What follows belongs to an exercise in optimizing a design on an open flow for small area, a short achievable clock period and few clock cycles per item; a production flow would make more cautious choices. In this exercise RTL edits were held to simulation tests only and were not proved equivalent to the original. No activity file was given, so power comes from the tool's default toggle rates.

File: flow/config.mk
export PLATFORM = sky130hd
export DESIGN_NAME = enigma_top
export DESIGN_NICKNAME = enigma_top
export VERILOG_FILES = /design/flow/design.v
export SDC_FILE = /design/flow/constraint.sdc
export NUM_CORES = 4
export LEC_CHECK = 0
export CAP_MARGIN = 20
export CORE_MARGIN = 2
export CORE_UTILIZATION = 40
export SLEW_MARGIN = 20
File: flow/constraint.sdc
create_clock -name core_clock -period 15.0 [get_ports {clk}]
set_input_delay 3.0000 -clock core_clock [delete_from_list [all_inputs] [get_ports {clk}]]
set_output_delay 3.0000 -clock core_clock [all_outputs]
set_load 0.01 [all_outputs]
File: flow/design.v
`default_nettype none
package enigma_sym_pkg;
    parameter int SYM_W       = 6;
    parameter int TABLE_DEPTH = 64;
    parameter int REFLECT_MAX = 63;
    typedef logic [SYM_W-1:0] sym_t;
    typedef logic [1:0] step_t;
endpackage
`default_nettype wire
`default_nettype none
package enigma_ctrl_pkg;
    typedef enum logic [1:0] {
        ST_IDLE  = 2'd0,
        ST_LOAD  = 2'd1,
        ST_READY = 2'd2
    } ctrl_state_t;
    typedef enum logic [1:0] {
        SEL_NONE    = 2'd0,
        SEL_ROTOR_A = 2'd1,
        SEL_ROTOR_B = 2'd2
    } table_sel_t;
    typedef enum logic {
        MODE_ENCRYPT = 1'b0,
        MODE_DECRYPT = 1'b1
    } crypt_mode_t;
endpackage
`default_nettype wire
`timescale 1ns/1ns
`default_nettype none
module enigma_ctrl (
    input  logic                        clk,
    input  logic                        srst_n,
    input  logic                        load_i,
    input  logic                        encrypt_i,
    input  enigma_ctrl_pkg::table_sel_t table_sel_i,
    output logic                        wr_en_a_o,
    output logic                        wr_en_b_o,
    output enigma_sym_pkg::sym_t        wr_addr_o,
    output logic                        accept_o
);
    enigma_ctrl_pkg::ctrl_state_t state_q;
    enigma_ctrl_pkg::ctrl_state_t state_d;
    enigma_sym_pkg::sym_t         wr_ptr_q;
    logic                         load_en;
    always_comb begin
        state_d = state_q;
        case (state_q)
            enigma_ctrl_pkg::ST_IDLE: begin
                if (load_i) begin
                    state_d = enigma_ctrl_pkg::ST_LOAD;
                end
            end
            enigma_ctrl_pkg::ST_LOAD: begin
                if (!load_i) begin
                    state_d = enigma_ctrl_pkg::ST_READY;
                end
            end
            default: state_d = state_q;
        endcase
    end
    always_ff @(posedge clk) begin
        if (!srst_n) begin
            state_q <= enigma_ctrl_pkg::ST_IDLE;
        end else begin
            state_q <= state_d;
        end
    end
    assign load_en = load_i && (state_q != enigma_ctrl_pkg::ST_READY);
    always_ff @(posedge clk) begin
        if (!srst_n) begin
            wr_en_a_o <= 1'b0;
            wr_en_b_o <= 1'b0;
        end else begin
            wr_en_a_o <= load_en && (table_sel_i == enigma_ctrl_pkg::SEL_ROTOR_A);
            wr_en_b_o <= load_en && (table_sel_i == enigma_ctrl_pkg::SEL_ROTOR_B);
        end
    end
    always_ff @(posedge clk) begin
        if (!srst_n) begin
            wr_ptr_q <= '0;
        end else if (wr_en_a_o || wr_en_b_o) begin
            wr_ptr_q <= wr_ptr_q + 1'b1;
        end
    end
    assign wr_addr_o = wr_ptr_q;
    always_ff @(posedge clk) begin
        if (!srst_n) begin
            accept_o <= 1'b0;
        end else begin
            accept_o <= encrypt_i && (state_q == enigma_ctrl_pkg::ST_READY);
        end
    end
endmodule
`default_nettype wire
`timescale 1ns/1ns
`default_nettype none
module rotor_table #(
    parameter int SYM_W = enigma_sym_pkg::SYM_W
) (
    input  logic                            clk,
    input  logic                            wr_en_i,
    input  enigma_sym_pkg::sym_t            wr_addr_i,
    input  enigma_sym_pkg::sym_t            wr_data_i,
    output logic [2**SYM_W-1:0][SYM_W-1:0]  mem_o
);
    localparam int DEPTH = 2 ** SYM_W;
    always_ff @(posedge clk) begin
        for (int i = 0; i < DEPTH; i++) begin
            if (wr_en_i && (wr_addr_i == SYM_W'(i))) begin
                mem_o[i] <= wr_data_i;
            end
        end
    end
endmodule
`default_nettype wire
`timescale 1ns/1ns
`default_nettype none
module scramble_path #(
    parameter int SYM_W = enigma_sym_pkg::SYM_W
) (
    input  logic                         clk,
    input  logic                         srst_n,
    input  logic                         accept_i,
    input  enigma_sym_pkg::sym_t         code_i,
    input  enigma_ctrl_pkg::crypt_mode_t crypt_mode_i,
    input  logic                         wr_en_a_i,
    input  logic                         wr_en_b_i,
    input  enigma_sym_pkg::sym_t         wr_addr_i,
    output enigma_sym_pkg::sym_t         code_o,
    output logic                         code_valid_o
);
    localparam int DEPTH = 2 ** SYM_W;
    typedef logic [SYM_W-1:0] sym_t;
    logic [DEPTH-1:0][SYM_W-1:0] tab_a;
    logic [DEPTH-1:0][SYM_W-1:0] tab_b;
    sym_t                         in_sym_q;
    enigma_ctrl_pkg::crypt_mode_t in_mode_q;
    sym_t                         col_q [4];
    logic [1:0]                   low_q;
    enigma_ctrl_pkg::crypt_mode_t mode_q;
    logic                         vld1_q;
    sym_t                         off_base_q;
    logic [1:0]                   step_q;
    sym_t                         bb_q;
    sym_t                         off2_q;
    logic                         vld2_q;
    always_ff @(posedge clk) begin
        in_sym_q  <= code_i;
        in_mode_q <= crypt_mode_i;
    end
    rotor_table #(
        .SYM_W (SYM_W)
    ) rotor_a_i (
        .clk       (clk),
        .wr_en_i   (wr_en_a_i),
        .wr_addr_i (wr_addr_i),
        .wr_data_i (in_sym_q),
        .mem_o     (tab_a)
    );
    rotor_table #(
        .SYM_W (SYM_W)
    ) rotor_b_i (
        .clk       (clk),
        .wr_en_i   (wr_en_b_i),
        .wr_addr_i (wr_addr_i),
        .wr_data_i (in_sym_q),
        .mem_o     (tab_b)
    );
    sym_t       off_cur;
    sym_t       u_idx;
    logic [3:0] grp;
    logic [3:0] grp_m1;
    sym_t       col_d [4];
    assign off_cur = off_base_q + sym_t'(step_q);
    assign u_idx   = in_sym_q - off_cur;
    assign grp     = u_idx[SYM_W-1:2];
    assign grp_m1  = grp - 4'd1;
    always_comb begin
        for (int c = 0; c < 4; c++) begin
            if (c <= u_idx[1:0]) begin
                col_d[c] = tab_a[{grp, 2'(c)}];
            end else begin
                col_d[c] = tab_a[{grp_m1, 2'(c)}];
            end
        end
    end
    always_ff @(posedge clk) begin
        for (int c = 0; c < 4; c++) begin
            col_q[c] <= col_d[c];
        end
        low_q  <= u_idx[1:0];
        mode_q <= in_mode_q;
    end
    logic [1:0] a_col;
    sym_t       a_fwd;
    sym_t       b_fwd;
    sym_t       refl;
    sym_t       b_inv;
    logic [1:0] step;
    assign a_col = low_q - step_q;
    assign a_fwd = col_q[a_col];
    assign b_fwd = tab_b[a_fwd];
    assign refl  = ~b_fwd;
    always_comb begin
        b_inv = '0;
        for (int j = 0; j < DEPTH; j++) begin
            b_inv = b_inv | ({SYM_W{tab_b[j] == refl}} & sym_t'(j));
        end
    end
    assign step = (mode_q == enigma_ctrl_pkg::MODE_DECRYPT) ? b_inv[1:0] : a_fwd[1:0];
    always_ff @(posedge clk) begin
        if (!srst_n) begin
            off_base_q <= '0;
            step_q     <= '0;
        end else begin
            off_base_q <= off_cur;
            step_q     <= vld1_q ? step : 2'd0;
        end
    end
    always_ff @(posedge clk) begin
        bb_q   <= b_inv;
        off2_q <= off_cur;
    end
    sym_t a_inv;
    always_comb begin
        a_inv = '0;
        for (int i = 0; i < DEPTH; i++) begin
            a_inv = a_inv | ({SYM_W{tab_a[i] == bb_q}} & sym_t'(i));
        end
    end
    always_ff @(posedge clk) begin
        code_o <= a_inv + off2_q;
    end
    always_ff @(posedge clk) begin
        if (!srst_n) begin
            vld1_q       <= 1'b0;
            vld2_q       <= 1'b0;
            code_valid_o <= 1'b0;
        end else begin
            vld1_q       <= accept_i;
            vld2_q       <= vld1_q;
            code_valid_o <= vld2_q;
        end
    end
endmodule
`default_nettype wire
`timescale 1ns/1ns
`default_nettype none
module enigma_top #(
    parameter int SYM_W = enigma_sym_pkg::SYM_W
) (
    input  logic                         clk,
    input  logic                         srst_n,
    input  logic                         load_i,
    input  logic                         encrypt_i,
    input  enigma_ctrl_pkg::crypt_mode_t crypt_mode_i,
    input  enigma_ctrl_pkg::table_sel_t  table_sel_i,
    input  enigma_sym_pkg::sym_t         code_i,
    output enigma_sym_pkg::sym_t         code_o,
    output logic                         code_valid_o
);
    logic                 wr_en_a;
    logic                 wr_en_b;
    enigma_sym_pkg::sym_t wr_addr;
    logic                 accept;
    enigma_ctrl ctrl_i (
        .clk         (clk),
        .srst_n      (srst_n),
        .load_i      (load_i),
        .encrypt_i   (encrypt_i),
        .table_sel_i (table_sel_i),
        .wr_en_a_o   (wr_en_a),
        .wr_en_b_o   (wr_en_b),
        .wr_addr_o   (wr_addr),
        .accept_o    (accept)
    );
    scramble_path #(
        .SYM_W (SYM_W)
    ) path_i (
        .clk          (clk),
        .srst_n       (srst_n),
        .accept_i     (accept),
        .code_i       (code_i),
        .crypt_mode_i (crypt_mode_i),
        .wr_en_a_i    (wr_en_a),
        .wr_en_b_i    (wr_en_b),
        .wr_addr_i    (wr_addr),
        .code_o       (code_o),
        .code_valid_o (code_valid_o)
    );
endmodule
`default_nettype wire
File: flow/run.sh
#!/bin/bash
# synth_recipe.tcl (not shown) runs the flow's synth.tcl, then flattens the netlist and writes it again
# the make line also repeats each setting of config.mk as NAME=value (left out here)
make -C /OpenROAD-flow-scripts/flow DESIGN_CONFIG=/design/flow/config.mk WORK_HOME=/design/flow/orfs CLKGATE_MAP_FILE= SYNTH_SCRIPT=/design/flow/synth_recipe.tcl finish
==> summary.md, run 1 <==
| Metric | Value |
|---|---|
| Outcome | `timing/DRC/antenna clean` |
| Sink Count | `842` |
| Clock network power share | `0.234` |
| Worst path required time | `15.55 ns` |
| First-pass GRT wire length | `223 mm` |
| R2r setup slk | `7.86 ns` |
| Slew @ Worst Pin | `1.32 ns` |
| Post-synth net total | `3614` |
| Drt first-iter violations | `3949` |
| Warnings from Yosys | `5` |
| Hold Violations, Final | `0` |
| Post-route ant nets | `0` |
| Detailed-route via count | `30900` |
| Ys flop type | `edfxtp_1` |
| Reg2Reg Depth | `15` |
| NetSw | `4.37 mW` |
| Tot GR Track Use | `0.263` |
| WHS | `0.330 ns` |
| HPWL after DPL | `102 mm` |
| Terminus of the critical flop-to-flop path | `path_i.bb_q[3]$_DFF_P_` |
| First-pass DRT Iterations | `6` |
| Final period util | `0.476` |
| DRC viols | `0` |
| Max-slew headroom at the worst pin | `0.110` |
| NumNets Final | `3585` |
| Worst Hold Class | `reg2reg` |
| Clock buffer depth | `3` |
| Post-synth EDFFs | `768` |
| Sw frac | `0.432` |
| Syn-to-layout area delta | `10.9%` |
| Worst setup margin | `7.86 ns` |
| Vias per inst | `6.02` |
| Routability cong. | `0.999` |
| Crit Path Class | `reg2reg` |
| Placed Area | `47000 um2` |
| Post-CTS sizing | `0` |
| WL per Instance | `30.2 um` |
| Core Util, Final | `0.447` |
| Slew Viols, Final | `0` |
| Total die area | `116000 um2` |
| Hold Buf Count CTS | `0` |
| Root buf cell | `clkbuf_16` |
| CP arrival | `7.69 ns` |
| IO Pins | `20` |
| Combinational cell fraction of total power | `0.489` |
| Die extent in x | `340 um` |
| Core Area | `112000 um2` |
| TritonCTS clock tree | `yes` |
| Final setup vio count | `0` |
| Post-synthesis sequential area ratio | `0.542` |
| Clk Latency, worst-skew pair | `0.69 ns` |
| Ys async rst share | `0` |
| Number of max-cap violations | `0` |
| Setup crit start kind | `flop` |
| Critical Path Sink | `path_i.bb_q[3]$_DFF_P_` |
| Antenna violations before repair | `3` |
| Maximum vdd drop | `0.179 mV` |
| RR Startpoint | `path_i.step_q[0]$_SDFF_PN0_` |
| Vert. Die Dim | `340 um` |
| GRT overflow | `0` |
| Synthesized area | `45300 um2` |
| DP Worst Slack | `8.08 ns` |
| Initial Utilization | `0.403` |
| Clock Skew | `0.0307 ns` |
| Share of cells above drive strength 1 | `0.117` |
| RSZ-0062 raised after global routing | `false` |
| Drt total wl | `155 mm` |
| Total Neg Setup Slack | `0 ns` |
| Worst-path maximum fanout | `26` |
| Final Instance Area | `50200 um2` |
| Post-CTS setup buffers | `0` |
| Int Power | `5.75 mW` |
| Power share of the sequential group | `0.277` |
| Fmax | `140 MHz` |
| Vias in the first global route | `30600` |
| Setup crit start | `path_i.step_q[0]$_SDFF_PN0_` |
| CTS Buf Count | `91` |
| Synth cell types | `97` |
| CP endpoint kind | `flop` |
| Lkg Pwr | `16.5 nW` |
| Minimum clock period | `7.14 ns` |
| CTS clk-pin slew, worst paths | `0.07 ns` |
| I/O Buffers | `19` |
| Htree depth | `3` |
| Cells after synthesis | `3580` |
| Pwr/cell area | `202 nW/um2` |
| Rows | `123` |
| Largest net degree at the start of global routing | `128` |
| Synth Register Bits | `842` |
| Syn Area/Cell | `12.6 um2` |
## state kept, by name, indices dropped and copies added, names as in the netlist
signal,count
path_i.code_o,6
path_i.col_q,24
path_i.mode_q,1
path_i.off_base_q,6
ctrl_i.wr_en_a_o,1
path_i.code_valid_o,1
path_i.off2_q,6
path_i.in_sym_q,6
ctrl_i.state_q,2
ctrl_i.wr_en_b_o,1
path_i.in_mode_q,1
path_i.step_q,2
ctrl_i.wr_ptr_q,6
path_i.bb_q,6
path_i.rotor_b_i.mem_o,384
path_i.low_q,2
path_i.vld1_q,1
path_i.rotor_a_i.mem_o,384
ctrl_i.accept_o,1
path_i.vld2_q,1
## placed cells by master, fill, tap and decap left out, types with 25 or more instances in the layout
cell | netlist | final
mux4_2 | 108 | 107
nor2_1 | 173 | 170
dfxtp_1 | 74 | 62
nand4_1 | 74 | 74
xor2_1 | 426 | 423
nor3_1 | 43 | 42
mux2_2 | 26 | 25
edfxtp_1 | 768 | 768
inv_1 | 38 | 38
a31oi_1 | 33 | 33
xnor2_1 | 473 | 470
o21ai_0 | 80 | 80
a21oi_1 | 69 | 67
mux2i_1 | 144 | 143
nor4_1 | 51 | 51
nand3_1 | 124 | 124
clkbuf_16 | 0 | 99
buf_4 | 24 | 66
nand2_1 | 304 | 303
## power by group through the flow
stage / clock network (mW) / registers [mW] / logic (mW)
after floorplan: 0 / 2.69 / 3.56
after global placement: 0 / 2.85 / 4.78
after detailed placement: 0 / 2.85 / 4.80
after CTS: 2.39 / 2.81 / 4.83
after global routing: 2.48 / 2.81 / 5.18
final: 2.37 / 2.80 / 4.95
## critical path, stage by stage, from the launching register on
cell and delay, ns:
dfxtp_1 0.33, ha_1 0.23, xor3_1 0.54, mux4_2 0.89
nor2_1 0.87, o211ai_1 0.19, a41oi_1 0.54, a21oi_1 0.30
nand2_2 0.32, buf_4 0.59, xnor2_1 0.19, or4_1 0.33
o31a_1 0.33, nand4_1 0.19, or4_1 0.58, or4b_1 0.55
## worst min-delay path by stage
stage / cells past startpoint / startpoint / slack, ns / to
after global placement: 0 / path_i.in_mode_q$_DFF_P_ / 0.32 / path_i.mode_q$_DFF_P_
after global routing: 0 / path_i.in_mode_q$_DFF_P_ / 0.34 / path_i.mode_q$_DFF_P_
after CTS: 0 / path_i.in_mode_q$_DFF_P_ / 0.33 / path_i.mode_q$_DFF_P_
after detailed placement: 0 / path_i.in_mode_q$_DFF_P_ / 0.32 / path_i.mode_q$_DFF_P_
after floorplan: 0 / path_i.in_mode_q$_DFF_P_ / 0.31 / path_i.mode_q$_DFF_P_
final: 0 / path_i.in_mode_q$_DFF_P_ / 0.33 / path_i.mode_q$_DFF_P_
## synthesized netlist by cell type, drive strengths merged (51+ instances only)
master	n	area, um2
mux4	108	2430
mux2i	144	1440
clkbuf	93	349
nand3	124	621
nor2	180	713
o21ai	90	480
edfxtp	768	23100
nand2	308	1170
nor4	51	319
buf	117	706
a21oi	71	363
xor2	426	3730
dfxtp	74	1480
nand4	74	463
xnor2	473	4140
## kinds of logic (layout without fill, tap and decap cells)
| logic type | Yosys count | in the layout | share of synthesized area |
|---|---|---|---|
| multiplexers | 278 | 278 | 0.0920 |
| AND/OR/NAND/NOR | 878 | 878 | 0.0932 |
| adder cells (fa/ha/maj) | 21 | 21 | 0.00630 |
| buffers and inverters | 249 | 295 | 0.0265 |
| XOR/XNOR | 901 | 901 | 0.175 |
| other | 0 | 2 | 0 |
| AO/OA/AOI/OAI | 411 | 411 | 0.0649 |
| flip-flops | 842 | 842 | 0.542 |
## stage by stage
step                instances  power, mW
CTS                      5125       10.0
global placement         4956       7.64
finish                   5128       10.1
floorplan                3580       6.25
detailed placement       4957       7.66
global route             5126       10.5
## final cells by class
cell class	count	area (um2)
Fill cell	10300	62100
Sequential cell	842	24600
Multi-Input combinational cell	2489	19700
Clock buffer	118	2580
Tap cell	1500	1880
Timing Repair Buffer	88	761
Clock inverter	50	562
Inverter	39	146
Antenna cell	2	5.00
## per-layer routing
metal  wire length (um)  vias to the layer above  GRT usage
met3              12700                      407     0.0452
met1              62900                    15600      0.350
met2              70900                     1725      0.416
li1                   -                    13200          -
met5                  0                        -          0
met4               8620                        0      0.131
Testbench counts, summed over its fixed seeds: cycles 7,272, symbols 7,200.
==> run 2, diff against run 1 <==
--- a/flow/design.v
+++ b/flow/design.v
@@ -135,8 +135,11 @@
     logic [DEPTH-1:0][SYM_W-1:0] tab_b;
     sym_t                         in_sym_q;
     enigma_ctrl_pkg::crypt_mode_t in_mode_q;
-    sym_t                         col_q [4];
-    logic [1:0]                   low_q;
+    sym_t                         wr_data_q;
+    sym_t                         w_q;
+    enigma_ctrl_pkg::crypt_mode_t w_mode_q;
+    logic                         vld0_q;
+    sym_t                         cand_q [4];
     enigma_ctrl_pkg::crypt_mode_t mode_q;
     logic                         vld1_q;
     sym_t                         off_base_q;
@@ -147,6 +150,7 @@
     always_ff @(posedge clk) begin
         in_sym_q  <= code_i;
         in_mode_q <= crypt_mode_i;
+        wr_data_q <= code_i;
     end
     rotor_table #(
         .SYM_W (SYM_W)
@@ -154,7 +158,7 @@
         .clk       (clk),
         .wr_en_i   (wr_en_a_i),
         .wr_addr_i (wr_addr_i),
-        .wr_data_i (in_sym_q),
+        .wr_data_i (wr_data_q),
         .mem_o     (tab_a)
     );
     rotor_table #(
@@ -163,44 +167,76 @@
         .clk       (clk),
         .wr_en_i   (wr_en_b_i),
         .wr_addr_i (wr_addr_i),
-        .wr_data_i (in_sym_q),
+        .wr_data_i (wr_data_q),
         .mem_o     (tab_b)
     );
-    sym_t       off_cur;
+    sym_t off_cur;
+    assign off_cur = off_base_q + sym_t'(step_q);
+    always_ff @(posedge clk) begin
+        w_q      <= in_sym_q - off_cur;
+        w_mode_q <= in_mode_q;
+    end
     sym_t       u_idx;
     logic [3:0] grp;
     logic [3:0] grp_m1;
+    logic [3:0] col_grp [4];
     sym_t       col_d [4];
-    assign off_cur = off_base_q + sym_t'(step_q);
-    assign u_idx   = in_sym_q - off_cur;
-    assign grp     = u_idx[SYM_W-1:2];
-    assign grp_m1  = grp - 4'd1;
+    sym_t       cand_d [4];
+    assign u_idx  = w_q - sym_t'(step_q);
+    assign grp    = u_idx[SYM_W-1:2];
+    assign grp_m1 = grp - 4'd1;
     always_comb begin
         for (int c = 0; c < 4; c++) begin
-            if (c <= u_idx[1:0]) begin
-                col_d[c] = tab_a[{grp, 2'(c)}];
-            end else begin
-                col_d[c] = tab_a[{grp_m1, 2'(c)}];
+            col_grp[c] = (c <= u_idx[1:0]) ? grp : grp_m1;
+            col_d[c]   = '0;
+            for (int g = 0; g < DEPTH / 4; g++) begin
+                col_d[c] = col_d[c] | ({SYM_W{col_grp[c] == 4'(g)}} & tab_a[4 * g + c]);
             end
         end
     end
+    always_comb begin
+        for (int t = 0; t < 4; t++) begin
+            cand_d[t] = col_d[2'(u_idx[1:0] - 2'(t))];
+        end
+    end
     always_ff @(posedge clk) begin
-        for (int c = 0; c < 4; c++) begin
-            col_q[c] <= col_d[c];
+        for (int t = 0; t < 4; t++) begin
+            cand_q[t] <= cand_d[t];
         end
-        low_q  <= u_idx[1:0];
-        mode_q <= in_mode_q;
+        mode_q <= w_mode_q;
     end
-    logic [1:0] a_col;
+    logic [7:0] lo_hot_c [4];
+    logic [7:0] hi_hot_c [4];
+    logic [7:0] lo_hot;
+    logic [7:0] hi_hot;
+    sym_t       b_row [8];
     sym_t       a_fwd;
     sym_t       b_fwd;
     sym_t       refl;
     sym_t       b_inv;
     logic [1:0] step;
-    assign a_col = low_q - step_q;
-    assign a_fwd = col_q[a_col];
-    assign b_fwd = tab_b[a_fwd];
-    assign refl  = ~b_fwd;
+    always_comb begin
+        for (int t = 0; t < 4; t++) begin
+            for (int k = 0; k < 8; k++) begin
+                lo_hot_c[t][k] = (cand_q[t][2:0] == 3'(k));
+                hi_hot_c[t][k] = (cand_q[t][5:3] == 3'(k));
+            end
+        end
+    end
+    assign a_fwd  = cand_q[step_q];
+    assign lo_hot = lo_hot_c[step_q];
+    assign hi_hot = hi_hot_c[step_q];
+    always_comb begin
+        b_fwd = '0;
+        for (int g = 0; g < 8; g++) begin
+            b_row[g] = '0;
+            for (int k = 0; k < 8; k++) begin
+                b_row[g] = b_row[g] | ({SYM_W{lo_hot[k]}} & tab_b[8 * g + k]);
+            end
+            b_fwd = b_fwd | ({SYM_W{hi_hot[g]}} & b_row[g]);
+        end
+    end
+    assign refl = ~b_fwd;
     always_comb begin
         b_inv = '0;
         for (int j = 0; j < DEPTH; j++) begin
@@ -233,11 +269,13 @@
     end
     always_ff @(posedge clk) begin
         if (!srst_n) begin
+            vld0_q       <= 1'b0;
             vld1_q       <= 1'b0;
             vld2_q       <= 1'b0;
             code_valid_o <= 1'b0;
         end else begin
-            vld1_q       <= accept_i;
+            vld0_q       <= accept_i;
+            vld1_q       <= vld0_q;
             vld2_q       <= vld1_q;
             code_valid_o <= vld2_q;
         end
==> flow/flow/run.sh (new file) <==
#!/bin/bash
set -euo pipefail
MARGIN=10.8
sed -e "s/SETUP_SLACK_MARGIN=5 /SETUP_SLACK_MARGIN=${MARGIN} /" standard.sh > standard_margin.sh
grep -q "SETUP_SLACK_MARGIN=${MARGIN} " standard_margin.sh
bash standard_margin.sh > layout.log 2>&1
==> flow/standard.sh (new file) <==
#!/bin/bash
# synth_recipe.tcl (not shown) runs the flow's synth.tcl, then flattens the netlist and writes it again
# the make line also repeats each setting of config.mk as NAME=value (left out here)
make -C /OpenROAD-flow-scripts/flow DESIGN_CONFIG=/design/flow/config.mk WORK_HOME=/design/flow/orfs CLKGATE_MAP_FILE= SYNTH_SCRIPT=/design/flow/synth_recipe.tcl "${@:-finish}"
--- a/flow/config.mk
+++ b/flow/config.mk
@@ -8,4 +8,5 @@
 export CAP_MARGIN = 20
 export CORE_MARGIN = 2
 export CORE_UTILIZATION = 40
+export SETUP_SLACK_MARGIN = 5
 export SLEW_MARGIN = 20
removed: flow/run.sh
==> run 2 against run 1 <==
Against the previous run: still clean; via count rose by 1.4%; area after synthesis fell by 5.7%; wire length barely moved; cell count fell by 3.0%; worst hold slack got worse by 0.0014 ns; sequential power fell by 2%; non-clock buffer count rose by 152; first-iteration DRC count rose by 24%; clock-buffer cell count fell by 3; sequential share of layout area fell by 0.61 points; utilization rose by 3.7 points; largest cell class unchanged; largest power group unchanged.
==> summary.md, run 2 <==
| Metric | Value |
|---|---|
| Synth cell types | `80` |
| HP Start | `path_i.in_mode_q$_DFF_P_` |
| CTS clk-pin slew, worst paths | `0.06 ns` |
| First-pass DRT Iterations | `9` |
| WL per Instance | `31.2 um` |
| Hold depth | `0` |
| Hold Violations, Final | `0` |
| Share of cells above drive strength 1 | `0.184` |
| Total die area | `109000 um2` |
| Post-route ant nets | `0` |
| Seq. cell area | `24700 um2` |
| I/O Buffers | `19` |
| Synth Register Bits | `848` |
| Vias per inst | `6.29` |
| Worst path required time | `15.56 ns` |
| Syn-to-layout area delta | `19.8%` |
| NumNets Final | `3545` |
| Sink Count | `848` |
| Max-slew headroom at the worst pin | `0.159` |
| Maximum vdd drop | `0.236 mV` |
| Synth top area share | `0.540` |
| Cells after synthesis | `3343` |
| Vert. Die Dim | `331 um` |
| Synthesized area | `42700 um2` |
| # placed instances | `4631` |
| Ys flop type | `edfxtp_1` |
| Top Registers | `path_i.rotor_a_i.mem_o: 384 flops, path_i.rotor_b_i.mem_o: 384 flops, path_i.cand_q: 24 flops` |
| Detailed-route via count | `31300` |
| Post-synth EDFFs | `768` |
| Die extent in x | `331 um` |
| Largest net degree at the start of global routing | `80` |
| RR Startpoint | `path_i.step_q[1]$_SDFF_PN0_` |
| DRC viols | `0` |
| Ant diodes | `0` |
| Post-synth net total | `3383` |
| Total Neg Setup Slack | `0 ns` |
| Commonest non-fill, non-tap cell in the layout | `edfxtp_1` |
| Drt total wl | `155 mm` |
| Final Instance Area | `51100 um2` |
| Syn Area/Cell | `12.8 um2` |
| Tot GR Track Use | `0.277` |
| Rows | `119` |
| Met2 routed WL | `66.1 mm` |
| Lkg Pwr | `16.8 nW` |
| Initial Utilization | `0.404` |
| Hold endpoint | `path_i.w_mode_q$_DFF_P_` |
| Met3 WL | `19.3 mm` |
| Commonest cells after routing, fill and taps aside | `edfxtp_1 (768), xnor2_1 (460), xor2_1 (305)` |
| Worst-path maximum fanout | `11` |
| Hold Buf Count CTS | `0` |
| Worst Hold Class | `reg2reg` |
| RSZ-0062 raised after global routing | `true` |
| Warnings from Yosys | `10` |
| Leading cell type by number of instances after synthesis | `edfxtp_1` |
| Fmax | `196 MHz` |
| First-pass GRT wire length | `218 mm` |
| CP arrival | `5.65 ns` |
| Final std cells w/o fill | `4974` |
| Ys async rst share | `0` |
| Top layer in use | `met5` |
| Htree depth | `3` |
| CTS Buf Count | `91` |
| Reg2Reg Depth | `19` |
| Placed Area | `44300 um2` |
| Outcome | `timing/DRC/antenna clean` |
| Number of max-cap violations | `0` |
| Slew Viols, Final | `0` |
| Final period util | `0.339` |
| HPWL after DPL | `95.8 mm` |
| Clk Latency, worst-skew pair | `0.69 ns` |
| TritonCTS clock tree | `yes` |
| Area of the multi-input gates | `18600 um2` |
| Drt first-iter violations | `4890` |
| Post-synthesis sequential area ratio | `0.578` |
| Yosys top cell by area | `edfxtp_1` |
| Minimum clock period | `5.09 ns` |
| Vias in the first global route | `29700` |
| CP endpoint kind | `flop` |
| Core Area | `106000 um2` |
| Root buf cell | `clkbuf_16` |
| Most frequent cells after synthesis | `edfxtp_1 (768), xnor2_1 (471), xor2_1 (309), nor2_1 (209), nand2_1 (128)` |
| Terminus of the critical flop-to-flop path | `path_i.bb_q[4]$_DFF_P_` |
| Final setup vio count | `0` |
| Setup crit start | `path_i.step_q[1]$_SDFF_PN0_` |
| R2r setup slk | `9.91 ns` |
| Routability cong. | `0.947` |
| Slew @ Worst Pin | `1.25 ns` |
| Metal-1 WL | `63.0 mm` |
| Area contributors post-synth | `edfxtp_1 (54%), xnor2_1 (9.7%), xor2_1 (6.3%), dfxtp_1 (3.8%), mux2i_1 (3.0%)` |
| Clock Skew | `0.0374 ns` |
| # fillers | `9090` |
| Setup crit start kind | `flop` |
| Clock buffer depth | `3` |
| IO Pins | `20` |
| Antenna violations before repair | `1` |
| Crit Path Class | `reg2reg` |
| GRT overflow | `0` |
| Pwr/cell area | `218 nW/um2` |
run 2: changes by cell type after synthesis, sizes merged, moves of 50 or more:
cell | before | now
mux4 | 108 | 8
o2bb2ai | 1 | 51
xor2 | 426 | 309
a22oi | 12 | 92
o21ai | 90 | 36
nand2 | 308 | 128
run 2: metrics by stage:
stage | hold slack (ns) | worst slack, ns | util | total power, mW
after floorplan | 0.310 | 10.80 | - | 6.06
after global placement | 0.320 | 8.00 | 0.420 | 7.10
after detailed placement | 0.320 | 7.92 | 0.420 | 7.10
after CTS | 0.335 | 10.14 | 0.474 | 10.5
after global routing | 0.344 | 9.89 | 0.484 | 11.5
final | 0.329 | 9.91 | 0.484 | 11.2
run 2: where the power goes:
group          leakage [nW]  internal, mW  switching, mW
Clock                  1.43          1.28          0.982
Sequential             7.57          2.64          0.106
Combinational          7.81          2.64           3.51
run 2: how the worst max path moves through the flow:
stage	endpoint	slack [ns]	cells after the start
2_1_floorplan	path_i.cand_q[3][5]$_DFF_P_	10.80	19
3_5_place_dp	path_i.bb_q[5]$_DFF_P_	7.92	17
4_1_cts	path_i.bb_q[4]$_DFF_P_	10.14	18
6_report	path_i.bb_q[4]$_DFF_P_	9.91	19
3_3_place_gp	path_i.step_q[0]$_SDFF_PN0_	8.00	16
5_1_grt	path_i.bb_q[4]$_DFF_P_	9.89	20
run 2: final cells by class:
cell class | count | share of cell area
Timing Repair Buffer | 240 | 0.0560
Sequential cell | 848 | 0.484
Multi-Input combinational cell | 2272 | 0.365
Clock buffer | 115 | 0.0477
Clock inverter | 56 | 0.0100
Inverter | 52 | 0.00401
Tap cell | 1391 | 0.0340
run 2: worst max-delay path, stage by stage, from the launching register on:
cell and delay [ns]:
dfxtp_4 0.40, mux4_4 0.69, buf_12 0.18, buf_12 0.14
nor2b_4 0.18, buf_12 0.16, buf_16 0.16, a221oi_2 0.48
o22ai_2 0.17, nor4_2 0.23, buf_4 0.20, buf_12 0.11
bufbuf_16 0.29, xnor2_1 0.09, nand4_1 0.22, nor3_4 0.08
nor4_2 0.28, buf_4 0.17, nand4b_1 0.16, or4_1 0.55
run 2: repair_timing:
item | 4_1_cts | 5_1_grt
endpoints found under the setup margin | 46 | 35
pin swaps | 75 | 44
cloned | 19 | 2
resized for setup | 292 | 127
setup buffers | 115 | 36
run 2: routing by layer:
| layer | vias to the layer above | global-route usage |
|---|---|---|
| li1 | 13000 | - |
| met1 | 15700 | 0.394 |
| met2 | 2180 | 0.405 |
| met3 | 435 | 0.0721 |
| met4 | 2 | 0.106 |
| met5 | - | 0 |
run 2: cells by family after synthesis:
group / Yosys count / synth area share
flip-flops: 848 / 0.578
XOR/XNOR: 780 / 0.160
AND/OR/NAND/NOR: 763 / 0.0898
AO/OA/AOI/OAI: 527 / 0.0938
buffers and inverters: 229 / 0.0269
multiplexers: 169 / 0.0431
adder cells (fa/ha/maj): 27 / 0.00862
Testbench counts of run 2, summed over its fixed seeds: cycles 7,296, symbols 7,200.
==> run 3, diff against run 2 <==
--- a/flow/design.v
+++ b/flow/design.v
@@ -139,7 +139,6 @@
     sym_t                         w_q;
     enigma_ctrl_pkg::crypt_mode_t w_mode_q;
     logic                         vld0_q;
-    sym_t                         cand_q [4];
     enigma_ctrl_pkg::crypt_mode_t mode_q;
     logic                         vld1_q;
     sym_t                         off_base_q;
@@ -176,19 +175,22 @@
         w_q      <= in_sym_q - off_cur;
         w_mode_q <= in_mode_q;
     end
-    sym_t       u_idx;
-    logic [3:0] grp;
-    logic [3:0] grp_m1;
+    logic [3:0] grp_k [3];
+    logic [1:0] u_lo;
+    logic [2:0] grp_back [4];
     logic [3:0] col_grp [4];
     sym_t       col_d [4];
     sym_t       cand_d [4];
-    assign u_idx  = w_q - sym_t'(step_q);
-    assign grp    = u_idx[SYM_W-1:2];
-    assign grp_m1 = grp - 4'd1;
+    assign grp_k[0] = w_q[SYM_W-1:2];
+    assign grp_k[1] = w_q[SYM_W-1:2] - 4'd1;
+    assign grp_k[2] = w_q[SYM_W-1:2] - 4'd2;
+    assign u_lo     = w_q[1:0] - step_q;
     always_comb begin
         for (int c = 0; c < 4; c++) begin
-            col_grp[c] = (c <= u_idx[1:0]) ? grp : grp_m1;
-            col_d[c]   = '0;
+            grp_back[c] = 3'(w_q[1:0] < step_q) + 3'(2'(c) > u_lo);
+            col_grp[c] = (grp_back[c] == 3'd0) ? grp_k[0] :
+                         (grp_back[c] == 3'd1) ? grp_k[1] : grp_k[2];
+            col_d[c] = '0;
             for (int g = 0; g < DEPTH / 4; g++) begin
                 col_d[c] = col_d[c] | ({SYM_W{col_grp[c] == 4'(g)}} & tab_a[4 * g + c]);
             end
@@ -196,36 +198,32 @@
     end
     always_comb begin
         for (int t = 0; t < 4; t++) begin
-            cand_d[t] = col_d[2'(u_idx[1:0] - 2'(t))];
+            cand_d[t] = col_d[2'(u_lo - 2'(t))];
         end
     end
+    logic [7:0] cand_lo_q [4];
+    logic [2:0] cand_hi_q [4];
     always_ff @(posedge clk) begin
         for (int t = 0; t < 4; t++) begin
-            cand_q[t] <= cand_d[t];
+            for (int k = 0; k < 8; k++) begin
+                cand_lo_q[t][k] <= (cand_d[t][2:0] == 3'(k));
+            end
+            cand_hi_q[t] <= cand_d[t][5:3];
         end
         mode_q <= w_mode_q;
     end
-    logic [7:0] lo_hot_c [4];
-    logic [7:0] hi_hot_c [4];
     logic [7:0] lo_hot;
-    logic [7:0] hi_hot;
+    logic [2:0] hi_idx;
     sym_t       b_row [8];
-    sym_t       a_fwd;
+    logic [1:0] a_lo;
     sym_t       b_fwd;
     sym_t       refl;
     sym_t       b_inv;
     logic [1:0] step;
-    always_comb begin
-        for (int t = 0; t < 4; t++) begin
-            for (int k = 0; k < 8; k++) begin
-                lo_hot_c[t][k] = (cand_q[t][2:0] == 3'(k));
-                hi_hot_c[t][k] = (cand_q[t][5:3] == 3'(k));
-            end
-        end
-    end
-    assign a_fwd  = cand_q[step_q];
-    assign lo_hot = lo_hot_c[step_q];
-    assign hi_hot = hi_hot_c[step_q];
+    assign lo_hot = cand_lo_q[step_q];
+    assign hi_idx = cand_hi_q[step_q];
+    assign a_lo   = {lo_hot[2] | lo_hot[3] | lo_hot[6] | lo_hot[7],
+                     lo_hot[1] | lo_hot[3] | lo_hot[5] | lo_hot[7]};
     always_comb begin
         b_fwd = '0;
         for (int g = 0; g < 8; g++) begin
@@ -233,7 +231,7 @@
             for (int k = 0; k < 8; k++) begin
                 b_row[g] = b_row[g] | ({SYM_W{lo_hot[k]}} & tab_b[8 * g + k]);
             end
-            b_fwd = b_fwd | ({SYM_W{hi_hot[g]}} & b_row[g]);
+            b_fwd = b_fwd | ({SYM_W{hi_idx == 3'(g)}} & b_row[g]);
         end
     end
     assign refl = ~b_fwd;
@@ -243,7 +241,7 @@
             b_inv = b_inv | ({SYM_W{tab_b[j] == refl}} & sym_t'(j));
         end
     end
-    assign step = (mode_q == enigma_ctrl_pkg::MODE_DECRYPT) ? b_inv[1:0] : a_fwd[1:0];
+    assign step = (mode_q == enigma_ctrl_pkg::MODE_DECRYPT) ? b_inv[1:0] : a_lo;
     always_ff @(posedge clk) begin
         if (!srst_n) begin
             off_base_q <= '0;
--- a/flow/config.mk
+++ b/flow/config.mk
@@ -7,6 +7,8 @@
 export LEC_CHECK = 0
 export CAP_MARGIN = 20
 export CORE_MARGIN = 2
-export CORE_UTILIZATION = 40
+export CORE_UTILIZATION = 65
+export CTS_CLUSTER_DIAMETER = 80
+export CTS_CLUSTER_SIZE = 24
 export SETUP_SLACK_MARGIN = 5
 export SLEW_MARGIN = 20
==> run 3 against run 2 <==
Against the previous run: first-iteration DRC count increased by 31%; cell count decreased by 12%; clock power decreased by 35%; critical endpoint is now path_i.step_q[1]$_SDFF_PN0_; still clean on timing, DRC and antenna; combinational power decreased by 7.0%.
==> summary.md, run 3 <==
| Metric | Value |
|---|---|
| Crit Path Class | `reg2reg` |
| DRC viols | `0` |
| Final period util | `0.338` |
| Routability cong. | `1.13` |
| Syn-to-layout area delta | `16.0%` |
| Maximum vdd drop | `0.244 mV` |
| Core Util, Final | `0.760` |
| WP buf/inv | `3` |
| Worst Hold Class | `reg2reg` |
| Synth cell types | `73` |
| Vias in the first global route | `31900` |
| R2r setup slk | `9.93 ns` |
| Syn Area/Cell | `12.8 um2` |
| Minimum clock period | `5.07 ns` |
| Worst-path maximum fanout | `31` |
| Worst path required time | `15.55 ns` |
| Rows | `94` |
| Core Area | `65700 um2` |
| Commonest cells after routing, fill and taps aside | `edfxtp_1 (768), xnor2_1 (388), xor2_1 (380)` |
| Pwr/cell area | `200 nW/um2` |
| Antenna violations before repair | `5` |
| Setup crit start kind | `flop` |
| # fillers | `4024` |
| Post-synth net total | `3405` |
| Final std cells w/o fill | `4387` |
| Root buf cell | `clkbuf_16` |
| Post-route ant nets | `0` |
| Most frequent cells after synthesis | `edfxtp_1 (768), xnor2_1 (394), xor2_1 (384), nor2_1 (231), a221oi_1 (175)` |
| Hold Violations, Final | `0` |
| TritonCTS clock tree | `yes` |
| Sink Count | `868` |
| Max incr delay on CP | `0.80 ns` |
| Tot GR Track Use | `0.461` |
| Seq. cell area | `25100 um2` |
| NumNets Final | `3517` |
| Yosys top cell by area | `edfxtp_1` |
| Post-synthesis sequential area ratio | `0.581` |
| Die extent in x | `262 um` |
| Vias per inst | `7.68` |
| CTS Buf Count | `46` |
| GRT overflow | `0` |
| RSZ-0062 raised after global routing | `true` |
| Share of cells above drive strength 1 | `0.187` |
| Final setup vio count | `0` |
| Placed Area | `44100 um2` |
| Lkg Pwr | `16.4 nW` |
| Cell chain of the critical path | `buf_12 -> buf_4 -> mux4_2 -> or3_1 -> a31oi_1 -> nor2_1 -> o2111ai_4 -> buf_12 -> xor2_1 -> nand4_1 -> o22ai_1 -> or4_4 -> nor4_4 -> a31oi_1` |
| IO Pins | `20` |
| I/O Buffers | `19` |
| Warnings from Yosys | `11` |
| Clock Skew | `0.0270 ns` |
| Total power | `10.0 mW` |
| Cell at the slowest stage of the critical path | `a31oi_1` |
| Ys flop type | `edfxtp_1` |
| Slew Viols, Final | `0` |
| Initial Utilization | `0.656` |
| Final Instance Area | `50000 um2` |
| Fmax | `197 MHz` |
| Clock buffer depth | `3` |
| Largest net degree at the start of global routing | `73` |
| First-pass GRT wire length | `224 mm` |
| CTS clk-pin slew, worst paths | `0.09 ns` |
| # placed instances | `4121` |
| Area contributors post-synth | `edfxtp_1 (53%), xnor2_1 (8.0%), xor2_1 (7.8%), dfxtp_1 (4.6%), a221oi_1 (3.6%)` |
| Drt total wl | `164 mm` |
| Ys async rst share | `0` |
| Post-synth EDFFs | `768` |
| Commonest non-fill, non-tap cell in the layout | `edfxtp_1` |
| Detailed-route via count | `33700` |
| Number of max-cap violations | `0` |
| CP arrival | `5.62 ns` |
| Cells after synthesis | `3365` |
| HPWL after DPL | `100 mm` |
| Hold Buf Count CTS | `0` |
| Clk Latency, worst-skew pair | `0.64 ns` |
| Top Registers | `path_i.rotor_a_i.mem_o: 384 flops, path_i.rotor_b_i.mem_o: 384 flops, path_i.cand_lo_q: 32 flops` |
| Outcome | `timing/DRC/antenna clean` |
| Total die area | `68400 um2` |
| Total Neg Setup Slack | `0 ns` |
| DP Worst Slack | `8.58 ns` |
| Max-slew headroom at the worst pin | `0.0911` |
| Synthesized area | `43100 um2` |
| WHS | `0.335 ns` |
| Vert. Die Dim | `262 um` |
| Htree depth | `2` |
| Delay-heaviest family, CP | `compound AO/OA/AOI/OAI gates` |
| Area of the multi-input gates | `19400 um2` |
| CP endpoint kind | `flop` |
| Drt first-iter violations | `6390` |
| First-pass DRT Iterations | `14` |
| Leading cell type by number of instances after synthesis | `edfxtp_1` |
| Worst setup margin | `9.93 ns` |
| WL per Instance | `37.3 um` |
| Synth top area share | `0.535` |
| Synth Register Bits | `868` |
| Slew @ Worst Pin | `1.36 ns` |
## run 3: worst paths after layout
kind	cells past startpoint	from	to
max	14	path_i.step_q[1]$_SDFF_PN0_	path_i.step_q[1]$_SDFF_PN0_
max reg2reg	14	path_i.step_q[1]$_SDFF_PN0_	path_i.step_q[1]$_SDFF_PN0_
min reg2reg	0	path_i.w_mode_q$_DFF_P_	path_i.mode_q$_DFF_P_
min	0	path_i.w_mode_q$_DFF_P_	path_i.mode_q$_DFF_P_
## run 3: what timing repair did
action,4_1_cts,5_1_grt
cloned,16,4
endpoints found under the setup margin,64,57
pin swaps,69,60
gates resized for setup,315,195
buffers inserted,85,67
## run 3: area by class of cell
type / instances / area share
multi-input cells: 2302 / 0.388
well taps: 864 / 0.0216
diodes: 8 / 0.000400
flip-flops and latches: 868 / 0.503
clock inverters: 16 / 0.00390
inverters: 26 / 0.00203
repair buffers: 233 / 0.0553
clock buffers: 70 / 0.0265
## run 3: kinds of logic (layout without fill, tap and decap cells)
family                     after synthesis  in the layout  synth area share
AOI/OAI and AO/OA                      547            548             0.101
and+or+nand+nor                        866            871             0.106
adders and majority gates               27             27           0.00853
other                                    0              8                 0
buffers and inverters                  201            345            0.0229
xor gates and xnor gates               778            778             0.158
muxes                                   78             78            0.0219
DFF                                    868            868             0.581
## run 3: where the power goes
part	leakage (nW)	total [mW]	switching, mW	internal, mW
sequential	7.73	2.80	0.0968	2.70
combinational	7.96	5.72	3.46	2.26
clock	0.745	1.47	0.804	0.668
## run 3: metal layers
layer  vias to the layer above  global-route usage  share of wire
li1                      13200                   -              -
met1                     16200               0.553           0.32
met2                      3302               0.711           0.44
met3                      1029               0.126           0.14
met4                         2               0.354           0.10
met5                         -                   0       0.000067
## run 3: worst reg2reg max path, stage by stage (launching register included)
cell and delay [ns]:
dfxtp_4 0.39, buf_12 0.16, buf_4 0.15, mux4_2 0.61, or3_1 0.58, a31oi_1 0.80
nor2_1 0.20, o2111ai_4 0.20, buf_12 0.29, xor2_1 0.23, nand4_1 0.17, o22ai_1 0.69
or4_4 0.27, nor4_4 0.04, a31oi_1 0.20
Testbench counts of run 3, summed over its fixed seeds: cycles 7,296, symbols 7,200.
==> run 4, diff against run 3 <==
--- a/flow/design.v
+++ b/flow/design.v
@@ -133,22 +133,16 @@
     typedef logic [SYM_W-1:0] sym_t;
     logic [DEPTH-1:0][SYM_W-1:0] tab_a;
     logic [DEPTH-1:0][SYM_W-1:0] tab_b;
-    sym_t                         in_sym_q;
-    enigma_ctrl_pkg::crypt_mode_t in_mode_q;
     sym_t                         wr_data_q;
     sym_t                         w_q;
     enigma_ctrl_pkg::crypt_mode_t w_mode_q;
-    logic                         vld0_q;
     enigma_ctrl_pkg::crypt_mode_t mode_q;
     logic                         vld1_q;
     sym_t                         off_base_q;
     logic [1:0]                   step_q;
     sym_t                         bb_q;
-    sym_t                         off2_q;
     logic                         vld2_q;
     always_ff @(posedge clk) begin
-        in_sym_q  <= code_i;
-        in_mode_q <= crypt_mode_i;
         wr_data_q <= code_i;
     end
     rotor_table #(
@@ -172,8 +166,8 @@
     sym_t off_cur;
     assign off_cur = off_base_q + sym_t'(step_q);
     always_ff @(posedge clk) begin
-        w_q      <= in_sym_q - off_cur;
-        w_mode_q <= in_mode_q;
+        w_q      <= code_i - off_cur;
+        w_mode_q <= crypt_mode_i;
     end
     logic [3:0] grp_k [3];
     logic [1:0] u_lo;
@@ -252,8 +246,7 @@
         end
     end
     always_ff @(posedge clk) begin
-        bb_q   <= b_inv;
-        off2_q <= off_cur;
+        bb_q <= b_inv;
     end
     sym_t a_inv;
     always_comb begin
@@ -263,17 +256,15 @@
         end
     end
     always_ff @(posedge clk) begin
-        code_o <= a_inv + off2_q;
+        code_o <= a_inv + off_base_q;
     end
     always_ff @(posedge clk) begin
         if (!srst_n) begin
-            vld0_q       <= 1'b0;
             vld1_q       <= 1'b0;
             vld2_q       <= 1'b0;
             code_valid_o <= 1'b0;
         end else begin
-            vld0_q       <= accept_i;
-            vld1_q       <= vld0_q;
+            vld1_q       <= accept_i;
             vld2_q       <= vld1_q;
             code_valid_o <= vld2_q;
         end
==> flow/flow/run.sh (replaced) <==
#!/bin/bash
set -euo pipefail
MARGIN=10.8
CTS="-sink_clustering_enable -repair_clock_nets -sink_clustering_size 30 -sink_clustering_max_diameter 100 -dont_use_dummy_load -root_buf sky130_fd_sc_hd__clkbuf_16 -buf_list sky130_fd_sc_hd__clkbuf_16"
sed -e "s/SETUP_SLACK_MARGIN=5 /SETUP_SLACK_MARGIN=${MARGIN} 'CTS_ARGS=${CTS}' /" standard.sh > standard_tuned.sh
grep -q "SETUP_SLACK_MARGIN=${MARGIN} 'CTS_ARGS=" standard_tuned.sh
bash standard_tuned.sh > layout.log 2>&1
--- a/flow/config.mk
+++ b/flow/config.mk
@@ -5,10 +5,9 @@
 export SDC_FILE = /design/flow/constraint.sdc
 export NUM_CORES = 4
 export LEC_CHECK = 0
+export ABC_AREA = 1
 export CAP_MARGIN = 20
 export CORE_MARGIN = 2
 export CORE_UTILIZATION = 65
-export CTS_CLUSTER_DIAMETER = 80
-export CTS_CLUSTER_SIZE = 24
 export SETUP_SLACK_MARGIN = 5
 export SLEW_MARGIN = 20
==> run 4 against run 3 <==
Against the previous run: wire length rose by 11%; still clean; worst hold slack improved by 0.015 ns; maximum frequency rose by 17%; global-route usage rose by 0.34 points; critical path type unchanged; largest cell class unchanged; final area rose by 0.82%.
==> summary.md, run 4 <==
| Metric | Value |
|---|---|
| Hold Violations, Final | `0` |
| Yosys top cell by area | `edfxtp_1` |
| Minimum clock period | `4.35 ns` |
| Fmax | `230 MHz` |
| Detailed-route via count | `42600` |
| WL per Instance | `29.8 um` |
| Post-synthesis sequential area ratio | `0.531` |
| Die extent in x | `273 um` |
| Slew Viols, Final | `0` |
| Max-slew headroom at the worst pin | `0.120` |
| Sink Count | `860` |
| Worst path required time | `15.52 ns` |
| Outcome | `timing/DRC/antenna clean` |
| CTS Buf Count | `38` |
| Clock Skew | `0.0865 ns` |
| Drt total wl | `182 mm` |
| Core Area | `71500 um2` |
| TritonCTS clock tree | `yes` |
| Terminus of the critical flop-to-flop path | `path_i.step_q[1]$_SDFF_PN0_` |
| GRT overflow | `0` |
| First-pass GRT wire length | `253 mm` |
| NumNets Final | `5217` |
| Synthesized area | `46900 um2` |
| Reg2Reg Depth | `23` |
| Setup crit start kind | `flop` |
| Syn Area/Cell | `8.93 um2` |
| Root buf cell | `clkbuf_16` |
| Leading cell type by number of instances after synthesis | `nand2_1` |
| Total die area | `74300 um2` |
| Initial Utilization | `0.656` |
| Vert. Die Dim | `273 um` |
| Hold endpoint | `path_i.mode_q$_DFF_P_` |
| Worst setup margin | `10.65 ns` |
| Maximum vdd drop | `0.254 mV` |
| Area of the multi-input gates | `19600 um2` |
| Commonest non-fill, non-tap cell in the layout | `nand2_1` |
| Area contributors post-synth | `edfxtp_1 (49%), nand2_1 (11%), nand3_1 (5.8%), nor2_1 (4.5%), dfxtp_1 (3.9%)` |
| Slew @ Worst Pin | `1.30 ns` |
| Share of cells above drive strength 1 | `0.0667` |
| Post-route ant nets | `0` |
| Rows | `98` |
| CTS clk-pin slew, worst paths | `0.11 ns` |
| Htree depth | `2` |
| Largest net degree at the start of global routing | `76` |
| Top Registers | `path_i.rotor_a_i.mem_o: 384 flops, path_i.rotor_b_i.mem_o: 384 flops, path_i.cand_lo_q: 32 flops` |
| Syn-to-layout area delta | `7.51%` |
| HP Start | `path_i.w_mode_q$_DFF_P_` |
| I/O Buffers | `19` |
| Number of max-cap violations | `0` |
| Warnings from Yosys | `11` |
| Post-synth EDFFs | `768` |
| Hold depth | `0` |
| Most frequent cells after synthesis | `nand2_1 (1329), edfxtp_1 (768), nor2_1 (563), nand3_1 (539), inv_1 (396)` |
| IO Pins | `20` |
| CP endpoint kind | `flop` |
| Worst-path maximum fanout | `49` |
| Cells after synthesis | `5250` |
| CP arrival | `4.87 ns` |
| Worst Hold Class | `reg2reg` |
| Routability cong. | `1.02` |
| Synth Register Bits | `860` |
| Vias in the first global route | `39800` |
| Ys flop type | `edfxtp_1` |
| Commonest cells after routing, fill and taps aside | `nand2_1 (1317), edfxtp_1 (768), nand3_1 (531)` |
| Clk Latency, worst-skew pair | `0.64 ns` |
| Final setup vio count | `0` |
| RSZ-0062 raised after global routing | `false` |
| Synth cell types | `57` |
| Final period util | `0.290` |
| Synth top area share | `0.492` |
| HPWL after DPL | `109 mm` |
| RR Startpoint | `path_i.step_q[1]$_SDFF_PN0_` |
| Crit Path Class | `reg2reg` |
| Ys async rst share | `0` |
| R2r setup slk | `10.65 ns` |
| Post-synth net total | `5290` |
| First-pass DRT Iterations | `9` |
| DRC viols | `0` |
| Drt first-iter violations | `7629` |
| Tot GR Track Use | `0.464` |
| Clock buffer depth | `3` |
| # fillers | `5586` |
| Vias per inst | `6.95` |
| Pwr/cell area | `229 nW/um2` |
| Lkg Pwr | `20.0 nW` |
| DP Worst Slack | `9.50 ns` |
| Total Neg Setup Slack | `0 ns` |
| Antenna violations before repair | `4` |
| Seq. cell area | `25000 um2` |
run 4: cell families (layout without fill, tap and decap cells):
group                    Yosys count  count (layout)  share of synthesized area
AND/OR/NAND/NOR                 2903            2908                      0.277
adder cells (fa/ha/maj)           27              27                    0.00785
XOR/XNOR                         248             248                     0.0463
other                              0               5                          0
AO/OA/AOI/OAI                    539             539                     0.0756
buffers and inverters            673             593                     0.0624
flip-flops                       860             860                      0.531
run 4: stage by stage:
| stage | hold WS (ns) | instances | util | power (mW) | cell area [um2] |
|---|---|---|---|---|---|
| detailed placement | 0.318 | 6012 | 0.663 | 8.68 | 47400 |
| CTS | 0.350 | 6065 | 0.687 | 10.3 | 49100 |
| floorplan | 0.310 | 5250 | - | 6.90 | 46900 |
| global route | 0.359 | 6125 | 0.705 | 11.8 | 50400 |
| global placement | 0.310 | 6012 | 0.663 | 8.61 | 47400 |
| finish | 0.350 | 6130 | 0.705 | 11.6 | 50400 |
run 4: critical path: stages (launching register included):
cell and delay [ns]:
dfxtp_4 0.40, nor2_4 0.12, inv_2 0.10, or2_2 0.30, buf_6 0.27, nand3_1 0.16, nand2_1 0.06, nor2_1 0.22
nand2_1 0.18, nand2_1 0.14, nand2_1 0.10, nor2_4 0.34, buf_12 0.31, nand3b_1 0.10, nand2_1 0.08, nor2_1 0.05
nand3_1 0.10, nand2_1 0.31, nor2_1 0.20, nand2_1 0.12, nor2_1 0.16, nand3_1 0.11, nand2_1 0.16, inv_1 0.06
run 4: how the worst max path moves through the flow:
stage	startpoint	to	slack [ns]	cells after the start
2_1_floorplan	code_i[0]	path_i.w_q[4]$_DFF_P_	10.96	7
3_3_place_gp	path_i.step_q[1]$_SDFF_PN0_	path_i.step_q[1]$_SDFF_PN0_	9.57	26
3_5_place_dp	path_i.step_q[1]$_SDFF_PN0_	path_i.step_q[0]$_SDFF_PN0_	9.50	25
4_1_cts	path_i.bb_q[4]$_DFF_P_	path_i.code_o[5]$_DFF_P_	10.80	19
5_1_grt	path_i.step_q[1]$_SDFF_PN0_	path_i.step_q[1]$_SDFF_PN0_	10.58	24
6_report	path_i.step_q[1]$_SDFF_PN0_	path_i.step_q[1]$_SDFF_PN0_	10.65	23
run 4: timing repair:
| action | in CTS | in global routing |
|---|---|---|
| gates cloned | 6 | 19 |
| hold buffers | 0 | 0 |
| endpoints found under the setup margin | 62 | 56 |
| pin swaps | 11 | 35 |
| buffers inserted | 9 | 38 |
| resized for setup | 165 | 165 |
run 4: cell type report:
cell class / count / share of cell area
diodes: 5 / 0.000248
clock buffers: 38 / 0.0189
inverters: 404 / 0.0308
multi-input cells: 3722 / 0.390
flip-flops and latches: 860 / 0.495
well taps: 950 / 0.0236
repair buffers: 151 / 0.0418
run 4: per-layer routing:
metal  vias up  track usage  wire length [um]
met3      1150        0.101             26500
met2      4041        0.717             78400
met4         0        0.375             18700
li1      17900            -                 -
met5         -            0                 0
met1     19500        0.565             58900
run 4: power breakdown:
part / internal, mW / switching [mW] / total (mW)
combinational: 2.35 / 5.23 / 7.58
sequential: 2.69 / 0.0971 / 2.79
clock: 0.458 / 0.734 / 1.19
Testbench counts of run 4, summed over its fixed seeds: cycles 7,272, symbols 7,200.
==> run 5, diff against run 4 <==
--- a/flow/design.v
+++ b/flow/design.v
@@ -140,6 +140,7 @@
     logic                         vld1_q;
     sym_t                         off_base_q;
     logic [1:0]                   step_q;
+    logic [3:0]                   step_hot_q;
     sym_t                         bb_q;
     logic                         vld2_q;
     always_ff @(posedge clk) begin
@@ -214,8 +215,16 @@
     sym_t       refl;
     sym_t       b_inv;
     logic [1:0] step;
-    assign lo_hot = cand_lo_q[step_q];
-    assign hi_idx = cand_hi_q[step_q];
+    logic [3:0] step_hot;
+    logic [3:0] b_inv_hot;
+    always_comb begin
+        lo_hot = '0;
+        hi_idx = '0;
+        for (int t = 0; t < 4; t++) begin
+            lo_hot = lo_hot | ({8{step_hot_q[t]}} & cand_lo_q[t]);
+            hi_idx = hi_idx | ({3{step_hot_q[t]}} & cand_hi_q[t]);
+        end
+    end
     assign a_lo   = {lo_hot[2] | lo_hot[3] | lo_hot[6] | lo_hot[7],
                      lo_hot[1] | lo_hot[3] | lo_hot[5] | lo_hot[7]};
     always_comb begin
@@ -235,14 +244,25 @@
             b_inv = b_inv | ({SYM_W{tab_b[j] == refl}} & sym_t'(j));
         end
     end
+    always_comb begin
+        b_inv_hot = '0;
+        for (int j = 0; j < DEPTH; j++) begin
+            b_inv_hot[j % 4] = b_inv_hot[j % 4] | (tab_b[j] == refl);
+        end
+    end
     assign step = (mode_q == enigma_ctrl_pkg::MODE_DECRYPT) ? b_inv[1:0] : a_lo;
+    assign step_hot = (mode_q == enigma_ctrl_pkg::MODE_DECRYPT) ? b_inv_hot :
+                      {lo_hot[3] | lo_hot[7], lo_hot[2] | lo_hot[6],
+                       lo_hot[1] | lo_hot[5], lo_hot[0] | lo_hot[4]};
     always_ff @(posedge clk) begin
         if (!srst_n) begin
             off_base_q <= '0;
             step_q     <= '0;
+            step_hot_q <= 4'b0001;
         end else begin
             off_base_q <= off_cur;
             step_q     <= vld1_q ? step : 2'd0;
+            step_hot_q <= vld1_q ? step_hot : 4'b0001;
         end
     end
     always_ff @(posedge clk) begin
==> flow/flow/run.sh (replaced) <==
#!/bin/bash
set -euo pipefail
MARGIN=10.8
CTS="-sink_clustering_enable -repair_clock_nets -sink_clustering_size 30 -sink_clustering_max_diameter 80 -dont_use_dummy_load -root_buf sky130_fd_sc_hd__clkbuf_16 -buf_list sky130_fd_sc_hd__clkbuf_16"
sed -e "s/SETUP_SLACK_MARGIN=5 /SETUP_SLACK_MARGIN=${MARGIN} 'CTS_ARGS=${CTS}' /" standard.sh > standard_tuned.sh
grep -q "SETUP_SLACK_MARGIN=${MARGIN} 'CTS_ARGS=" standard_tuned.sh
bash standard_tuned.sh > layout.log 2>&1
==> run 5 against run 4 <==
Against the previous run: area after synthesis up 2.0%; clock-buffer cell count up 6; synthesized cell count up 8.3%; worst setup slack better by 0.18 ns; maximum frequency up 4.4%; clock power up 8%; first-iteration DRC count down 15%; worst hold slack better by 0.014 ns; largest power group unchanged.
==> summary.md, run 5 <==
| Metric | Value |
|---|---|
| Pwr/cell area | `209 nW/um2` |
| HPWL after DPL | `112 mm` |
| First-pass DRT Iterations | `9` |
| Lkg Pwr | `21.0 nW` |
| Syn-to-layout area delta | `5.83%` |
| Warnings from Yosys | `11` |
| Max-slew headroom at the worst pin | `0.172` |
| Drt first-iter violations | `6473` |
| Core Area | `73000 um2` |
| RSZ-0062 raised after global routing | `false` |
| Rows | `99` |
| Worst setup margin | `10.83 ns` |
| Sink Count | `864` |
| Leading cell type by number of instances after synthesis | `nand2_1` |
| CTS clk-pin slew, worst paths | `0.11 ns` |
| Largest net degree at the start of global routing | `69` |
| Maximum vdd drop | `0.416 mV` |
| Cell chain of the critical path | `nand2_1 -> nand2_1 -> inv_2 -> nand2_8 -> nand2_1 -> nand2_1 -> nor2_1 -> nand2_1 -> nand2_1 -> nand2_1 -> nor2_4 -> buf_8 -> nand3_1 -> nand2_1 -> nor2_1 -> nand2_1 -> nor2_1 -> nor2_1 -> nand2_1 -> nor2_1 -> nand3_1 -> nand2_1 -> nand2_1` |
| Delay-heaviest family, CP | `simple AND/OR/NAND/NOR gates` |
| Crit Path Class | `reg2reg` |
| NetSw | `5.56 mW` |
| Slew Viols, Final | `0` |
| Clock buffer depth | `3` |
| IO Pins | `20` |
| Total die area | `75800 um2` |
| Top Registers | `path_i.rotor_a_i.mem_o: 384 flops, path_i.rotor_b_i.mem_o: 384 flops, path_i.cand_lo_q: 32 flops` |
| Synth cell types | `59` |
| Int Power | `5.03 mW` |
| Yosys top cell by area | `edfxtp_1` |
| Die extent in x | `275 um` |
| Htree depth | `2` |
| Worst Hold Class | `reg2reg` |
| Cells after synthesis | `5684` |
| Detailed-route via count | `42500` |
| Sw frac | `0.525` |
| Clock network power share | `0.120` |
| Clk Latency, worst-skew pair | `0.65 ns` |
| Synth Register Bits | `864` |
| Antenna violations before repair | `1` |
| NumNets Final | `5646` |
| Commonest cells after routing, fill and taps aside | `nand2_1 (1724), edfxtp_1 (768), nor2_1 (605)` |
| WP buf/inv | `2` |
| Setup crit start kind | `flop` |
| Synthesized area | `47800 um2` |
| WHS | `0.364 ns` |
| # fillers | `5925` |
| TritonCTS clock tree | `yes` |
| CP arrival | `4.71 ns` |
| Crit-path most repeated cell | `nand2_1` |
| Syn Area/Cell | `8.42 um2` |
| Slew @ Worst Pin | `1.24 ns` |
| Core Util, Final | `0.694` |
| Area contributors post-synth | `edfxtp_1 (48%), nand2_1 (14%), nor2_1 (5.0%), inv_1 (4.8%), dfxtp_1 (4.0%)` |
| Cell at the slowest stage of the critical path | `buf_8` |
| Hold Violations, Final | `0` |
| DP Worst Slack | `9.67 ns` |
| Synth top area share | `0.482` |
| Final setup vio count | `0` |
| Drt total wl | `177 mm` |
| Final period util | `0.278` |
| Worst-path maximum fanout | `48` |
| Vias in the first global route | `39500` |
| Post-synth EDFFs | `768` |
| First-pass GRT wire length | `252 mm` |
| Total Neg Setup Slack | `0 ns` |
| Fmax | `240 MHz` |
| I/O Buffers | `19` |
| Max incr delay on CP | `0.48 ns` |
| Most frequent cells after synthesis | `nand2_1 (1735), edfxtp_1 (768), nor2_1 (637), inv_1 (611), nand3_1 (343)` |
| CP endpoint kind | `flop` |
| Ys async rst share | `0` |
| GRT overflow | `0` |
| Number of max-cap violations | `0` |
| Worst path required time | `15.54 ns` |
| Share of cells above drive strength 1 | `0.0519` |
| Initial Utilization | `0.656` |
| Vias per inst | `6.47` |
| Ys flop type | `edfxtp_1` |
| Minimum clock period | `4.17 ns` |
| Tot GR Track Use | `0.457` |
| Power share of the sequential group | `0.263` |
| Total power | `10.6 mW` |
| Outcome | `timing/DRC/antenna clean` |
| Post-synth net total | `5724` |
| Vert. Die Dim | `275 um` |
| DRC viols | `0` |
| Post-synthesis sequential area ratio | `0.522` |
| Hold Buf Count CTS | `0` |
| Combinational cell fraction of total power | `0.617` |
| Post-route ant nets | `0` |
| CTS Buf Count | `44` |
| Routability cong. | `1.05` |
| Root buf cell | `clkbuf_16` |
| WL per Instance | `26.9 um` |
| Commonest non-fill, non-tap cell in the layout | `nand2_1` |
| Clock Skew | `0.0597 ns` |
-- run 5: logic make-up (layout without fill, tap and decap cells) --
group	Yosys count	count (layout)	share of synthesized area
other cells	0	2	0
compound gates	531	531	0.0684
flops	864	864	0.522
simple gates	3140	3142	0.280
xor+xnor	255	255	0.0467
fa+ha+maj	27	27	0.00769
buf+inv	867	785	0.0754
-- run 5: final timing paths --
| kind | start | to | slack (ns) | cells after the start |
|---|---|---|---|---|
| setup / recovery | path_i.step_hot_q[0]$_SDFF_PN1_ | path_i.step_q[1]$_SDFF_PN0_ | 10.83 | 23 |
| hold / removal | path_i.w_mode_q$_DFF_P_ | path_i.mode_q$_DFF_P_ | 0.36 | 0 |
| setup reg to reg | path_i.step_hot_q[0]$_SDFF_PN1_ | path_i.step_q[1]$_SDFF_PN0_ | 10.83 | 23 |
| hold reg to reg | path_i.w_mode_q$_DFF_P_ | path_i.mode_q$_DFF_P_ | 0.36 | 0 |
-- run 5: layout make-up --
cell class	count	area, um2	share of cell area
sequential	864	25000	0.494
tap	959	1200	0.0237
inverter	636	2400	0.0474
multi-input combinational	3955	19700	0.390
timing repair buffer	105	1150	0.0227
clock buffer	44	1100	0.0218
antenna	2	5.00	0.0000989
-- run 5: timing repair --
action,in CTS,in global routing
gates cloned,1,5
endpoints found under the setup margin,65,64
setup buffers,7,12
gates resized for setup,106,112
endpoints found under the hold margin,0,0
pin swaps,5,20
-- run 5: power by group through the flow --
stage	clock network [mW]	registers, mW	logic [mW]
after floorplan	0	2.79	4.05
final	1.28	2.78	6.53
after global placement	0	2.84	5.73
after CTS	1.26	2.78	5.97
after global routing	1.34	2.78	6.84
after detailed placement	0	2.84	5.80
-- run 5: through the flow --
stage,std cells,area (um2)
finish,6565,50600
global route,6563,50600
CTS,6544,50100
detailed placement,6492,48500
global placement,6491,48500
floorplan,5684,47800
-- run 5: routing by layer --
| layer | global-route usage | part of all wire | up-vias |
|---|---|---|---|
| met5 | 0 | 0 | - |
| met4 | 0.350 | 0.093 | 0 |
| met3 | 0.101 | 0.13 | 808 |
| met2 | 0.707 | 0.43 | 3431 |
| met1 | 0.562 | 0.34 | 19600 |
| li1 | - | - | 18700 |
Testbench counts of run 5, summed over its fixed seeds: cycles 7,272, symbols 7,200.

[static timing again, ports no longer ideal]
In the flow no input, the clock included, has a driving cell. The finished layouts below were timed again as built, in two steps.
Step 1 assumes that a clkbuf_16 drives the clock port and a buf_2 every other input.
Step 2 moves the port delays by t, midway between the first and last clock arrival at a register: inputs arrive t later, outputs are due t later. That takes back most of the time a late clock gives input paths.
Three values: ideal, step 1, step 2; two values: the first two.
run | shift t [ns] | slack for setup (ns) | latest minus earliest clock arrival (ns) | worst register clock-pin slew, ns | pins driven straight from the clock port
run 1 | 0.740 | 7.864 / 7.864 / 7.864 | 0.032 / 0.032 | 0.07 / 0.07 | 1
run 2 | 0.744 | 9.908 / 9.908 / 9.908 | 0.038 / 0.037 | 0.07 / 0.07 | 1
run 3 | 0.699 | 9.927 / 9.927 / 9.927 | 0.030 / 0.030 | 0.11 / 0.11 | 1
run 4 | 0.671 | 10.650 / 10.650 / 10.218 | 0.096 / 0.096 | 0.12 / 0.12 | 1
run 5 | 0.696 | 10.831 / 10.825 / 10.312 | 0.060 / 0.060 | 0.12 / 0.12 | 1
After both steps setup and hold are still met in every run listed. The setup slack of run 5, which loses most, moves by -0.006 ns with the drivers and by -0.519 ns with both steps.
